Background: an optimization exercise with open tools, aiming at small area. Do not read the settings as production practice.
Function was checked by simulation only, so behaviour that the tests miss may differ from the original.

==> trial 67: inputs <==
Design id_exe_core, start of the top module:
module id_exe_core #(
    parameter int XLEN  = 32,
    parameter int NREGS = 32
) (
    input  logic            clk,
    input  logic            rst,
    input  logic [XLEN-1:0] pc_in,
    input  logic [XLEN-1:0] instr,
    input  logic [XLEN-1:0] wb_data,
    input  logic [4:0]      wb_dest,
    input  logic            wb_we,
    output logic            br_taken,
    output logic [XLEN-1:0] br_addr,
    output logic [XLEN-1:0] alu_result,
    output logic [XLEN-1:0] st_val,
    output logic [4:0]      dest,
    output logic            mem_r_en,
    output logic            mem_w_en,
    output logic            wb_en,
    output logic            [XLEN-1:0] pc_out
);
==> module g_carry, before the edit <==
module g_carry #(parameter int N = 32) (
    input  logic         i_ci,
    input  logic [N-1:0] i_gx,
    input  logic [N-1:0] i_px,
    output logic [N-1:0] o_cx
);
    logic [N:0] cx;
    genvar k;
    assign cx[0] = i_ci;
    for (k = 0; k < N; k = k + 1) begin : g_st
        if (k % 2 == 0) begin : g_e
            g_aoi21 u (.a(i_px[k]), .b(cx[k]), .c(i_gx[k]), .y(cx[k + 1]));
        end else begin : g_o
            g_oai21 u (.a(i_px[k]), .b(cx[k]), .c(i_gx[k]), .y(cx[k + 1]));
        end
    end
    assign o_cx = cx[N-1:0];
endmodule
==> module mips_alu, before the edit <==
module mips_alu
(
    input  logic        i_sub,     
    input  logic        i_shl,     
    input  logic        i_shr,     
    input  logic        i_sra,     
    input  logic        i_t_sum,   
    input  logic        i_t_g,     
    input  logic        i_t_p,     
    input  logic        i_t_nor,   
    input  logic        i_t_sh,    
    input  logic [31:0] i_a,
    input  logic [31:0] i_b,
    output logic [31:0] o_p,       
    output logic [31:0] o_result
);
    localparam logic [31:0] ODD = 32'hAAAA_AAAA;
    logic [31:0] b_eff, p, g, cx, sum, shn;
    logic [4:0]  keep, r, l;
    logic        fill;
    assign b_eff = i_b ^ {32{i_sub}};
    assign p     = i_a ^ b_eff;
    assign g     = i_a & b_eff;
    assign o_p   = p;
    g_carry #(.N(32)) u_cy (.i_ci(i_sub), .i_gx(g ^ ODD), .i_px(p ^ ODD), .o_cx(cx));
    assign sum = p ^ cx ^ ODD;
    assign keep = ~i_b[4:0];
    assign r    = i_b[4:0] & {5{i_shr}};
    assign l    = i_b[4:0] & {5{i_shl}};
    assign fill = i_sra & i_a[31];
    g_shift u_sh (.i_a(i_a), .i_keep(keep), .i_r(r), .i_l(l), .i_fill(fill), .i_filln(~fill), .o_yn(shn));
    logic [31:0] y1, y2;
    genvar rb;
    for (rb = 0; rb < 32; rb = rb + 1) begin : g_res
        g_aoi222 u (.a({i_t_sum, i_t_g, i_t_p}), .b({sum[rb], g[rb], p[rb]}), .y(y1[rb]));
    end
    assign y2 = ~(({32{i_t_nor}} & ~(g | p)) | ({32{i_t_sh}} & ~shn));
    assign o_result = ~(y1 & y2);
endmodule
==> module br_adder, before the edit <==
module br_adder (
    input  logic [31:0] i_pc,
    input  logic [15:0] i_imm,
    output logic [31:0] o_addr
);
    localparam logic [29:0] ODD = 30'h2AAA_AAAA;
    logic [29:0] b, p, g, cx;
    assign b = {{14{i_imm[15]}}, i_imm};
    assign p = i_pc[31:2] ^ b;
    assign g = i_pc[31:2] & b;
    g_carry #(.N(30)) u_cy (.i_ci(1'b0), .i_gx(g ^ ODD), .i_px(p ^ ODD), .o_cx(cx));
    assign o_addr = {p ^ cx ^ ODD, i_pc[1:0]};
endmodule
Settings: LEC_CHECK=0, CAP_MARGIN=20, CORE_MARGIN=2, CORE_UTILIZATION=55, SLEW_MARGIN=20, SYNTH_HIERARCHICAL=1; clock period 15.0 ns.
standard.sh (not shown) runs the stock make flow with config.mk's settings and CLKGATE_MAP_FILE= SYNTH_SCRIPT=/design/flow/synth_recipe.tcl, a recipe that flattens the netlist after the stock synthesis.
==> flow/flow/run.sh <==
#!/bin/bash
# Layout: the standard ORFS flow (standard.sh, unchanged synthesis), with
#  - 1-unit port buffers instead of the default delay-buffer cells,
#  - a clock tree of clkbuf_8 cells over sink clusters of at most 12, without dummy loads.
# ORFS's logs stay under orfs/logs; make's own output goes to standard.log.
set -uo pipefail
bash standard.sh \
  BUFFER_PORTS_ARGS="-buffer_cell sky130_fd_sc_hd__buf_1" \
  CTS_ARGS="-sink_clustering_enable -repair_clock_nets -buf_list sky130_fd_sc_hd__clkbuf_8 -sink_clustering_size 12 -sink_clustering_max_diameter 60 -dont_use_dummy_load" \
  finish > standard.log 2>&1
status=$?
exit $status
==> inputs of build 2, as changes to trial 67 <==
--- a/flow/design.v
+++ b/flow/design.v
@@ -55,31 +55,23 @@
     } ex_mem_t;
 endpackage
 module g_aoi222 (input logic [2:0] a, input logic [2:0] b, output logic y);
     assign y = ~|(a & b);
 endmodule
-module g_aoi21 (input logic a, input logic b, input logic c, output logic y);
-    assign y = ~((a & b) | c);
-endmodule
-module g_oai21 (input logic a, input logic b, input logic c, output logic y);
-    assign y = ~((a | b) & c);
-endmodule
 module g_carry #(parameter int N = 32) (
     input  logic         i_ci,
     input  logic [N-1:0] i_gx,
     input  logic [N-1:0] i_px,
     output logic [N-1:0] o_cx
 );
     logic [N:0] cx;
-    genvar k;
-    assign cx[0] = i_ci;
-    for (k = 0; k < N; k = k + 1) begin : g_st
-        if (k % 2 == 0) begin : g_e
-            g_aoi21 u (.a(i_px[k]), .b(cx[k]), .c(i_gx[k]), .y(cx[k + 1]));
-        end else begin : g_o
-            g_oai21 u (.a(i_px[k]), .b(cx[k]), .c(i_gx[k]), .y(cx[k + 1]));
-        end
+    integer k;
+    always_comb begin
+        cx[0] = i_ci;
+        for (k = 0; k < N; k = k + 1)
+            if (k % 2 == 0) cx[k + 1] = ~(i_gx[k] | (i_px[k] & cx[k]));   
+            else            cx[k + 1] = ~(i_gx[k] & (i_px[k] | cx[k]));   
     end
     assign o_cx = cx[N-1:0];
 endmodule
 module g_shift (
     input  logic [31:0] i_a,
@@ -110,24 +102,21 @@
             g_aoi222 u (.a({i_keep[k], i_r[k], i_l[k]}), .b({x[k][i], rin, lin}), .y(x[k + 1][i]));
         end
     end
     assign o_yn = x[5];
 endmodule
-module rf_hold (input logic i_we, input logic i_wen, input logic i_d, input logic i_q, output logic o_d);
-    assign o_d = (i_we & i_d) | (i_wen & i_q);
-endmodule
 module rf_rdbit (
-    input  logic [31:1] i_s,
-    input  logic [31:1] i_d,
+    input  logic [31:0] i_s,
+    input  logic [31:0] i_d,
     output logic        o_d
 );
     logic [9:0] y;
     genvar k;
     for (k = 0; k < 10; k = k + 1) begin : g_t
-        g_aoi222 u (.a(i_s[3 * k + 3:3 * k + 1]), .b(i_d[3 * k + 3:3 * k + 1]), .y(y[k]));
+        g_aoi222 u (.a(i_s[3 * k + 2:3 * k]), .b(i_d[3 * k + 2:3 * k]), .y(y[k]));
     end
-    assign o_d = ~&y | (i_s[31] & i_d[31]);
+    assign o_d = ~&y | (i_s[30] & i_d[30]) | (i_s[31] & i_d[31]);
 endmodule
 module mips_alu
 (
     input  logic        i_sub,     
     input  logic        i_shl,     
@@ -156,17 +145,15 @@
     assign keep = ~i_b[4:0];
     assign r    = i_b[4:0] & {5{i_shr}};
     assign l    = i_b[4:0] & {5{i_shl}};
     assign fill = i_sra & i_a[31];
     g_shift u_sh (.i_a(i_a), .i_keep(keep), .i_r(r), .i_l(l), .i_fill(fill), .i_filln(~fill), .o_yn(shn));
-    logic [31:0] y1, y2;
-    genvar rb;
-    for (rb = 0; rb < 32; rb = rb + 1) begin : g_res
-        g_aoi222 u (.a({i_t_sum, i_t_g, i_t_p}), .b({sum[rb], g[rb], p[rb]}), .y(y1[rb]));
-    end
-    assign y2 = ~(({32{i_t_nor}} & ~(g | p)) | ({32{i_t_sh}} & ~shn));
-    assign o_result = ~(y1 & y2);
+    assign o_result = ({32{i_t_sum}} & sum)
+                    | ({32{i_t_g}}   & g)
+                    | ({32{i_t_p}}   & p)
+                    | ({32{i_t_nor}} & ~(g | p))
+                    | ({32{i_t_sh}}  & ~shn);
 endmodule
 module br_adder (
     input  logic [31:0] i_pc,
     input  logic [15:0] i_imm,
     output logic [31:0] o_addr
@@ -240,30 +227,26 @@
     assign w_i2      = w_reg2_rd ? w_rd : w_rt;
     always_comb begin
         for (i = 1; i < 32; i = i + 1)
             w_hit[i] = wb_we && (wb_dest == i[4:0]);
     end
-    logic [31:1][31:0] w_rf_d;
-    genvar wr, wb;
-    for (wr = 1; wr < 32; wr = wr + 1) begin : g_wr
-        for (wb = 0; wb < 32; wb = wb + 1) begin : g_wb
-            rf_hold u_h (.i_we(w_hit[wr]), .i_wen(!w_hit[wr]), .i_d(wb_data[wb]), .i_q(r_rf[wr][wb]), .o_d(w_rf_d[wr][wb]));
-        end
-    end
-    logic [31:1] w_sel1, w_sel2;
+    logic [31:0] w_sel1, w_sel2;
     always_comb begin
+        w_sel1[0] = (w_rs != 5'd0) && wb_we && (wb_dest == w_rs);
+        w_sel2[0] = (w_i2 != 5'd0) && wb_we && (wb_dest == w_i2);
         for (i = 1; i < 32; i = i + 1) begin
-            w_sel1[i] = (w_rs == i[4:0]);
-            w_sel2[i] = (w_i2 == i[4:0]);
+            w_sel1[i] = (w_rs == i[4:0]) && !w_hit[i];
+            w_sel2[i] = (w_i2 == i[4:0]) && !w_hit[i];
         end
     end
     genvar b;
     for (b = 0; b < 32; b = b + 1) begin : g_rd
-        logic [31:1] d;
+        logic [31:0] d;
         for (genvar r = 1; r < 32; r = r + 1) begin : g_r
-            assign d[r] = w_rf_d[r][b];
+            assign d[r] = r_rf[r][b];
         end
+        assign d[0] = wb_data[b];
         rf_rdbit u_rd1 (.i_s(w_sel1), .i_d(d), .o_d(w_val1[b]));
         rf_rdbit u_rd2 (.i_s(w_sel2), .i_d(d), .o_d(w_reg2[b]));
     end
     assign w_val2 = w_use_imm ? w_sext : w_reg2;
     always_comb begin
@@ -303,11 +286,13 @@
     assign br_taken = (w_op == mips_pkg::OP_BEZ) ? (w_val1 == 32'd0) :
                       (w_op == mips_pkg::OP_BNE) ? (w_p != 32'd0) :
                       (w_op == mips_pkg::OP_JMP);
     br_adder u_br (.i_pc(pc_in), .i_imm(instr[15:0]), .o_addr(br_addr));
     always_ff @(posedge clk) begin
-        r_rf <= w_rf_d;
+        for (i = 1; i < 32; i = i + 1)
+            if (w_hit[i])
+                r_rf[i] <= wb_data;
     end
     always_ff @(posedge clk) begin
         r_v1    <= rst;
         r1_alu  <= w_alu;
         r1_st   <= w_reg2;
==> flow/run.sh (new file) <==
#!/bin/bash
# synth_recipe.tcl (not shown) runs the flow's synth.tcl, then flattens the netlist and writes it again
# the make line also repeats each setting of config.mk as NAME=value (left out here)
make -C /OpenROAD-flow-scripts/flow DESIGN_CONFIG=/design/flow/config.mk WORK_HOME=/design/flow/orfs CLKGATE_MAP_FILE= SYNTH_SCRIPT=/design/flow/synth_recipe.tcl finish
--- a/flow/config.mk
+++ b/flow/config.mk
@@ -5,8 +5,8 @@
 export SDC_FILE = /design/flow/constraint.sdc
 export NUM_CORES = 4
 export LEC_CHECK = 0
 export CAP_MARGIN = 20
 export CORE_MARGIN = 2
-export CORE_UTILIZATION = 55
+export CORE_UTILIZATION = 40
 export SLEW_MARGIN = 20
 export SYNTH_HIERARCHICAL = 1
removed: flow/flow/run.sh
removed: flow/standard.sh
==> inputs of build 13, as changes to trial 67 <==
--- a/flow/design.v
+++ b/flow/design.v
@@ -63,22 +63,22 @@
 module g_oai21 (input logic a, input logic b, input logic c, output logic y);
     assign y = ~((a | b) & c);
 endmodule
 module g_carry #(parameter int N = 32) (
     input  logic         i_ci,
-    input  logic [N-1:0] i_gx,
-    input  logic [N-1:0] i_px,
+    input  logic [N-1:0] i_g,
+    input  logic [N-1:0] i_p,
     output logic [N-1:0] o_cx
 );
     logic [N:0] cx;
     genvar k;
     assign cx[0] = i_ci;
     for (k = 0; k < N; k = k + 1) begin : g_st
         if (k % 2 == 0) begin : g_e
-            g_aoi21 u (.a(i_px[k]), .b(cx[k]), .c(i_gx[k]), .y(cx[k + 1]));
+            g_aoi21 u (.a(i_p[k]), .b(cx[k]), .c(i_g[k]), .y(cx[k + 1]));
         end else begin : g_o
-            g_oai21 u (.a(i_px[k]), .b(cx[k]), .c(i_gx[k]), .y(cx[k + 1]));
+            g_oai21 u (.a(~i_p[k]), .b(cx[k]), .c(~i_g[k]), .y(cx[k + 1]));
         end
     end
     assign o_cx = cx[N-1:0];
 endmodule
 module g_shift (
@@ -149,11 +149,11 @@
     logic        fill;
     assign b_eff = i_b ^ {32{i_sub}};
     assign p     = i_a ^ b_eff;
     assign g     = i_a & b_eff;
     assign o_p   = p;
-    g_carry #(.N(32)) u_cy (.i_ci(i_sub), .i_gx(g ^ ODD), .i_px(p ^ ODD), .o_cx(cx));
+    g_carry #(.N(32)) u_cy (.i_ci(i_sub), .i_g(g), .i_p(p), .o_cx(cx));
     assign sum = p ^ cx ^ ODD;
     assign keep = ~i_b[4:0];
     assign r    = i_b[4:0] & {5{i_shr}};
     assign l    = i_b[4:0] & {5{i_shl}};
     assign fill = i_sra & i_a[31];
@@ -174,11 +174,11 @@
     localparam logic [29:0] ODD = 30'h2AAA_AAAA;
     logic [29:0] b, p, g, cx;
     assign b = {{14{i_imm[15]}}, i_imm};
     assign p = i_pc[31:2] ^ b;
     assign g = i_pc[31:2] & b;
-    g_carry #(.N(30)) u_cy (.i_ci(1'b0), .i_gx(g ^ ODD), .i_px(p ^ ODD), .o_cx(cx));
+    g_carry #(.N(30)) u_cy (.i_ci(1'b0), .i_g(g), .i_p(p), .o_cx(cx));
     assign o_addr = {p ^ cx ^ ODD, i_pc[1:0]};
 endmodule
 module id_exe_core #(
     parameter int XLEN  = 32,
     parameter int NREGS = 32
==> flow/flow/run.sh (replaced) <==
#!/bin/bash
# Layout: the standard ORFS flow (standard.sh, unchanged synthesis), with
#  - 1-unit port buffers instead of the default delay-buffer cells,
#  - a clock tree of clkbuf_8 cells over sink clusters of at most 16, without dummy loads.
# ORFS's logs stay under orfs/logs; make's own output goes to standard.log.
set -uo pipefail
bash standard.sh \
  BUFFER_PORTS_ARGS="-buffer_cell sky130_fd_sc_hd__buf_1" \
  CTS_ARGS="-sink_clustering_enable -repair_clock_nets -buf_list sky130_fd_sc_hd__clkbuf_8 -sink_clustering_size 16 -sink_clustering_max_diameter 60 -dont_use_dummy_load" \
  finish > standard.log 2>&1
status=$?
exit $status
==> flow/config.mk (replaced) <==
export PLATFORM = sky130hd
export DESIGN_NAME = id_exe_core
export DESIGN_NICKNAME = id_exe_core
export VERILOG_FILES = /design/flow/design.v
export SDC_FILE = /design/flow/constraint.sdc
export NUM_CORES = 4
export LEC_CHECK = 0
export CAP_MARGIN = 10
export CORE_MARGIN = 2
export CORE_UTILIZATION = 45
export SLEW_MARGIN = 10
export SYNTH_HIERARCHICAL = 1
==> results.toml <==
[status]
status = "complete, no violations"

[placement]
dp_cells = 6059

[critical_path]
critical_path_class = "input pin to register"

[layout]
seq_share = 0.437
multi_input_area_share = 0.452

[detailed_routing]
wl_met1_um = 84500
wirelength_um = 219000

[floorplan]
die_w_um = 335

[timing]
min_period_ns = 12.57
[end of results for build 13]
==> results.toml <==
[timing]
min_period_ns = 12.79

[layout]
multi_input_area_share = 0.452
seq_share = 0.439

[floorplan]
die_w_um = 303

[status]
status = "complete, no violations"

[detailed_routing]
wl_met1_um = 78700
[end of results for trial 67]
==> results.toml <==
[floorplan]
die_w_um = 364

[layout]
seq_share = 0.548
multi_input_area_share = 0.287

[status]
status = "complete, no violations"

[detailed_routing]
wl_met1_um = 69900

[critical_path]
critical_path_class = "input pin to primary output"
[end of results for build 2]

## re-timing with driven ports
In the flow no input, the clock included, has a driving cell. The finished layouts below were timed again as built, in two steps. Step 1, drivers: a clkbuf_16 drives clk and a buf_2 each remaining input, both assumed. Step 2 adds t to the input delays and takes it off the output delays; t is the mean of the earliest and latest rising clock arrival at the registers after step 1. Input paths then give back, and output paths get back, about the clock's delay inside the block. a / b / c = no drivers / after step 1 / after step 2; a / b = the first two.
run	t, ns	setup slack, ns	worst setup path at the end
trial 67	0.851	2.207 / 2.224 / 1.399	input to register
build 2	0.829	1.582 / 1.554 / 1.554	input to output
build 13	0.859	2.428 / 2.417 / 1.613	input to register
After both steps every run listed still meets setup and hold. For build 13, which loses most, drivers alone change the setup slack by -0.011 ns; drivers and shift together by -0.815 ns.
